Source: an optimization exercise on an open RTL-to-GDS flow (aim: small area, a short achievable clock period and few clock cycles per item). Production flows keep margins and buffers that such runs may drop. Only simulation tests tie the RTL to the original design; equivalence was not proved. Power is estimated from default activity; no workload was simulated.

== fjord ==
==> flow/design.v <==
`timescale 1ns / 1ps
module arcade_stick_report_remapper_unit (
  input  logic          clk,
  input  logic          rst,
  input  logic          s_tvalid,
  output logic          s_tready,
  input  logic [63:0]   s_tdata,
  input  logic          s_tuser,
  output logic          m_tvalid,
  input  logic          m_tready,
  output logic [103:0]  m_tdata,
  output logic [2:0]    m_tuser,
  input  logic          cfg_valid,
  output logic          cfg_ready,
  input  logic          cfg_index,
  input  logic [1:0]    cfg_data
);
  localparam int NB = 15;    
  localparam int RW = 96;    
  logic           remap_enable;
  logic [1:0]     guide_mode;
  logic [NB-1:0]  held;
  logic           layer;
  logic [2:0]     kind;
  logic           pend;        
  logic [NB-1:0]  held_next;
  logic           layer_next;
  logic [2:0]     kind_next;
  logic [6:0]  in_length;
  logic [7:0]  in_rid, in_b4, in_b5, in_b22;
  logic        in_layer;
  logic [3:0]  in_button;
  logic [2:0]  in_slot;
  logic [15:0] in_value;
  assign in_length = s_tdata[6:0];
  assign in_rid    = s_tdata[14:7];
  assign in_b4     = s_tdata[22:15];
  assign in_b5     = s_tdata[30:23];
  assign in_b22    = s_tdata[38:31];
  assign in_layer  = s_tdata[39];
  assign in_button = s_tdata[43:40];
  assign in_slot   = s_tdata[46:44];
  assign in_value  = s_tdata[62:47];
  logic out_move;    
  logic accept, pkt_accept, wr_accept;
  assign out_move   = pend && (!m_tvalid || m_tready);
  logic rdy_base;
  logic wb_l1, wb_l0;
  logic wr_l1, wr_l0;
  assign wr_l1      = s_tuser && in_layer;
  assign wr_l0      = s_tuser && !in_layer;
  assign s_tready   = (rdy_base || m_tready) && !((wr_l1 && wb_l1) || (wr_l0 && wb_l0));
  assign cfg_ready  = 1'b1;
  assign accept     = s_tvalid && s_tready;
  assign pkt_accept = accept && !s_tuser;
  assign wr_accept  = accept && s_tuser && (in_button != 4'd15) && (in_slot != 3'd7);
  always_comb begin
    held_next  = held;
    layer_next = layer;
    kind_next  = 3'd0;
    if (in_length != 7'd0) begin
      case (in_rid)
        8'h01: kind_next = 3'd1;
        8'h03: kind_next = 3'd2;
        8'h07: begin
          kind_next = 3'd3;
          if (!remap_enable) begin
            held_next[14] = in_b4[0];
          end else begin
            held_next[14] = 1'b0;
            if (guide_mode == 2'd1) layer_next = in_b4[0];
            else if (guide_mode == 2'd2) layer_next = layer ^ in_b4[0];
          end
        end
        8'h20: begin
          kind_next = 3'd4;
          held_next[3:0] = in_b5[3:0];
          held_next[4]   = in_b22[0];
          held_next[5]   = in_b22[1];
          held_next[6]   = in_b22[4];
          held_next[7]   = in_b22[5];
          held_next[8]   = in_b22[2];
          held_next[9]   = in_b22[6];
          held_next[10]  = in_b22[3];
          held_next[11]  = in_b22[7];
          held_next[12]  = in_b4[3];
          held_next[13]  = in_b4[2];
        end
        default: kind_next = 3'd0;
      endcase
    end
  end
  logic          phase;
  logic          clr;
  logic [RW-1:0] row_a [NB];
  logic [RW-1:0] row_b [NB];
  logic          wb_valid;
  logic [3:0]    wb_button;
  logic [2:0]    wb_slot;
  logic [15:0]   wb_value;
  logic          ld_en;
  logic [3:0]    ld_button;
  logic [2:0]    ld_slot;
  logic [15:0]   ld_value;
  logic          wr_direct;    
  logic          wr_buffer;    
  logic          wipe;
  assign wipe      = rst || clr;
  assign wr_direct = wr_accept && (in_layer != phase);
  assign wr_buffer = wr_accept && (in_layer == phase);
  assign ld_en     = wb_valid || wr_direct;
  assign ld_button = wb_valid ? wb_button : in_button;
  assign ld_slot   = wb_valid ? wb_slot : in_slot;
  assign ld_value  = wipe ? 16'd0 : (wb_valid ? wb_value : in_value);
  for (genvar gb = 0; gb < NB; gb++) begin : g_button
    for (genvar gs = 0; gs < 7; gs++) begin : g_slot
      localparam int O = (gs == 0) ? 0 : (gs == 1) ? 16 : (gs == 2) ? 24 : 32 + 16 * (gs - 3);
      localparam int W = (gs == 1 || gs == 2) ? 8 : 16;
      logic load;
      assign load = wipe || (ld_en && (ld_button == 4'(gb)) && (ld_slot == 3'(gs)));
      always_ff @(posedge clk) begin
        row_a[gb][O +: W] <= load ? ld_value[W-1:0] : row_b[gb][O +: W];
        row_b[gb][O +: W] <= row_a[gb][O +: W];
      end
    end
  end
  always_ff @(posedge clk) begin
    if (rst) begin
      phase    <= 1'b0;
      clr      <= 1'b1;
      wb_valid <= 1'b0;
      wb_l1    <= 1'b1;
      wb_l0    <= 1'b0;
    end else begin
      phase    <= !phase;
      clr      <= 1'b0;
      wb_valid <= wr_buffer;
      wb_l1    <= wr_buffer && phase;
      wb_l0    <= wr_buffer && !phase;
    end
  end
  always_ff @(posedge clk) begin
    if (wr_buffer) begin
      wb_button <= in_button;
      wb_slot   <= in_slot;
      wb_value  <= in_value;
    end
  end
  logic [NB-1:0] sel_a, sel_b;
  logic [NB-1:0] held_new;
  logic          layer_new;
  assign held      = sel_a | sel_b;
  assign held_new  = pkt_accept ? held_next : held;
  assign layer_new = pkt_accept ? layer_next : layer;
  logic [RW-1:0] acc;
  always_comb begin
    acc = '0;
    for (int b = 0; b < NB; b++) begin
      acc |= {RW{sel_a[b]}} & row_a[b];
      acc |= {RW{sel_b[b]}} & row_b[b];
    end
  end
  logic [RW-1:0] out_acc;
  logic          out_layer;
  logic [2:0]    out_kind;
  always_ff @(posedge clk) begin
    if (rst) begin
      remap_enable <= 1'b0;
      guide_mode   <= 2'd0;
      sel_a        <= '0;
      sel_b        <= '0;
      layer        <= 1'b0;
      pend         <= 1'b0;
      m_tvalid     <= 1'b0;
      rdy_base     <= 1'b1;
    end else begin
      if (cfg_valid) begin
        if (cfg_index) guide_mode <= cfg_data;
        else remap_enable <= cfg_data[0];
      end
      sel_a <= held_new & {NB{layer_new != phase}};
      sel_b <= held_new & {NB{layer_new == phase}};
      layer <= layer_new;
      if (pkt_accept) begin
        pend  <= 1'b1;
      end else if (out_move) begin
        pend  <= 1'b0;
      end
      if (out_move) m_tvalid <= 1'b1;
      else if (m_tready) m_tvalid <= 1'b0;
      rdy_base <= !(pkt_accept || (pend && !out_move)) || !(out_move || (m_tvalid && !m_tready));
    end
  end
  always_ff @(posedge clk) begin
    if (pkt_accept) kind <= kind_next;
    if (out_move) begin
      out_acc   <= acc;
      out_layer <= layer;
      out_kind  <= kind;
    end
  end
  assign m_tuser = out_kind;
  assign m_tdata = {7'd0, out_layer, out_acc};
endmodule
Settings: LEC_CHECK=0, CAP_MARGIN=20, CORE_MARGIN=2, CORE_UTILIZATION=45, PLACE_DENSITY=0.6, SETUP_SLACK_MARGIN=1.5, SLEW_MARGIN=20; clock period 4.0 ns.
run.sh (not shown) runs the stock make flow with config.mk's settings and CLKGATE_MAP_FILE= SYNTH_SCRIPT=/design/flow/synth_recipe.tcl, a recipe that flattens the netlist after the stock synthesis.
Testbench counts of fjord, summed over its fixed seeds: cycles 12,080, items 12,000.
Here is what was changed in the inputs of violet compared with fjord.
Settings: a change of SETUP_SLACK_MARGIN from 1.5 to 1.6; an added CTS_BUF_LIST of sky130_fd_sc_hd__clkbuf_16 sky130_fd_sc_hd__clkbuf_8; an added CTS_CLUSTER_DIAMETER of 60; an added CTS_CLUSTER_SIZE of 30.
==> comparison <==
- The flow did not stop early for violet: all stages ran, and the layout cleared the timing, design-rule and antenna checks.
- violet vs fjord — non-clock buffer count climbed by more than 10%
- From fjord to violet the numbers moved as follows: final-layout clock-cell area share now smaller, global-route track usage on met2 now smaller, post-synthesis to final-layout area growth now smaller.
- Between violet and fjord, power attributed to the clock group is higher for fjord, violet comes in under that.
- violet vs fjord: maximum resistive drop on vdd up in violet
- Count of clock-buffer cells in the layout: violet < fjord
- fjord → violet: worst setup slack increased by 120 ps relative to the old numbers, global routing usage on met3 decreased by 2.6 points relative to the old numbers, final cycle utilization of the critical path decreased by 3.0 points relative to the old numbers.

==> re-timing with driven ports <==
In the flow no input, the clock included, has a driving cell. The finished layouts below were timed again as built, in two steps.
Step 1 sets driving cells, clkbuf_16 on the clock port and buf_2 on the other inputs (assumed; they add their load-dependent delay and slew).
Step 2 moves the port delays by t, midway between the first and last clock arrival at a register: inputs arrive t later, outputs are due t later. That takes back most of the time a late clock gives input paths.
Slacks: ideal / step 1 / step 2; pairs: ideal / step 1.
run | t (ns) | slack for setup (ns) | worst hold slack (ns) | worst register clock-pin slew, ns | pins driven straight from the clock port
fjord | 1.056 | 1.327 / 1.327 / 0.494 | 0.282 / 0.202 / 0.308 | 0.07 / 0.07 | 1
violet | 0.984 | 1.448 / 1.400 / 0.702 | 0.249 / 0.170 / 0.318 | 0.12 / 0.12 | 1
After both steps setup and hold are still met in every run listed. The setup slack of fjord, which loses most, moves by 0.000 ns with the drivers and by -0.833 ns with both steps.
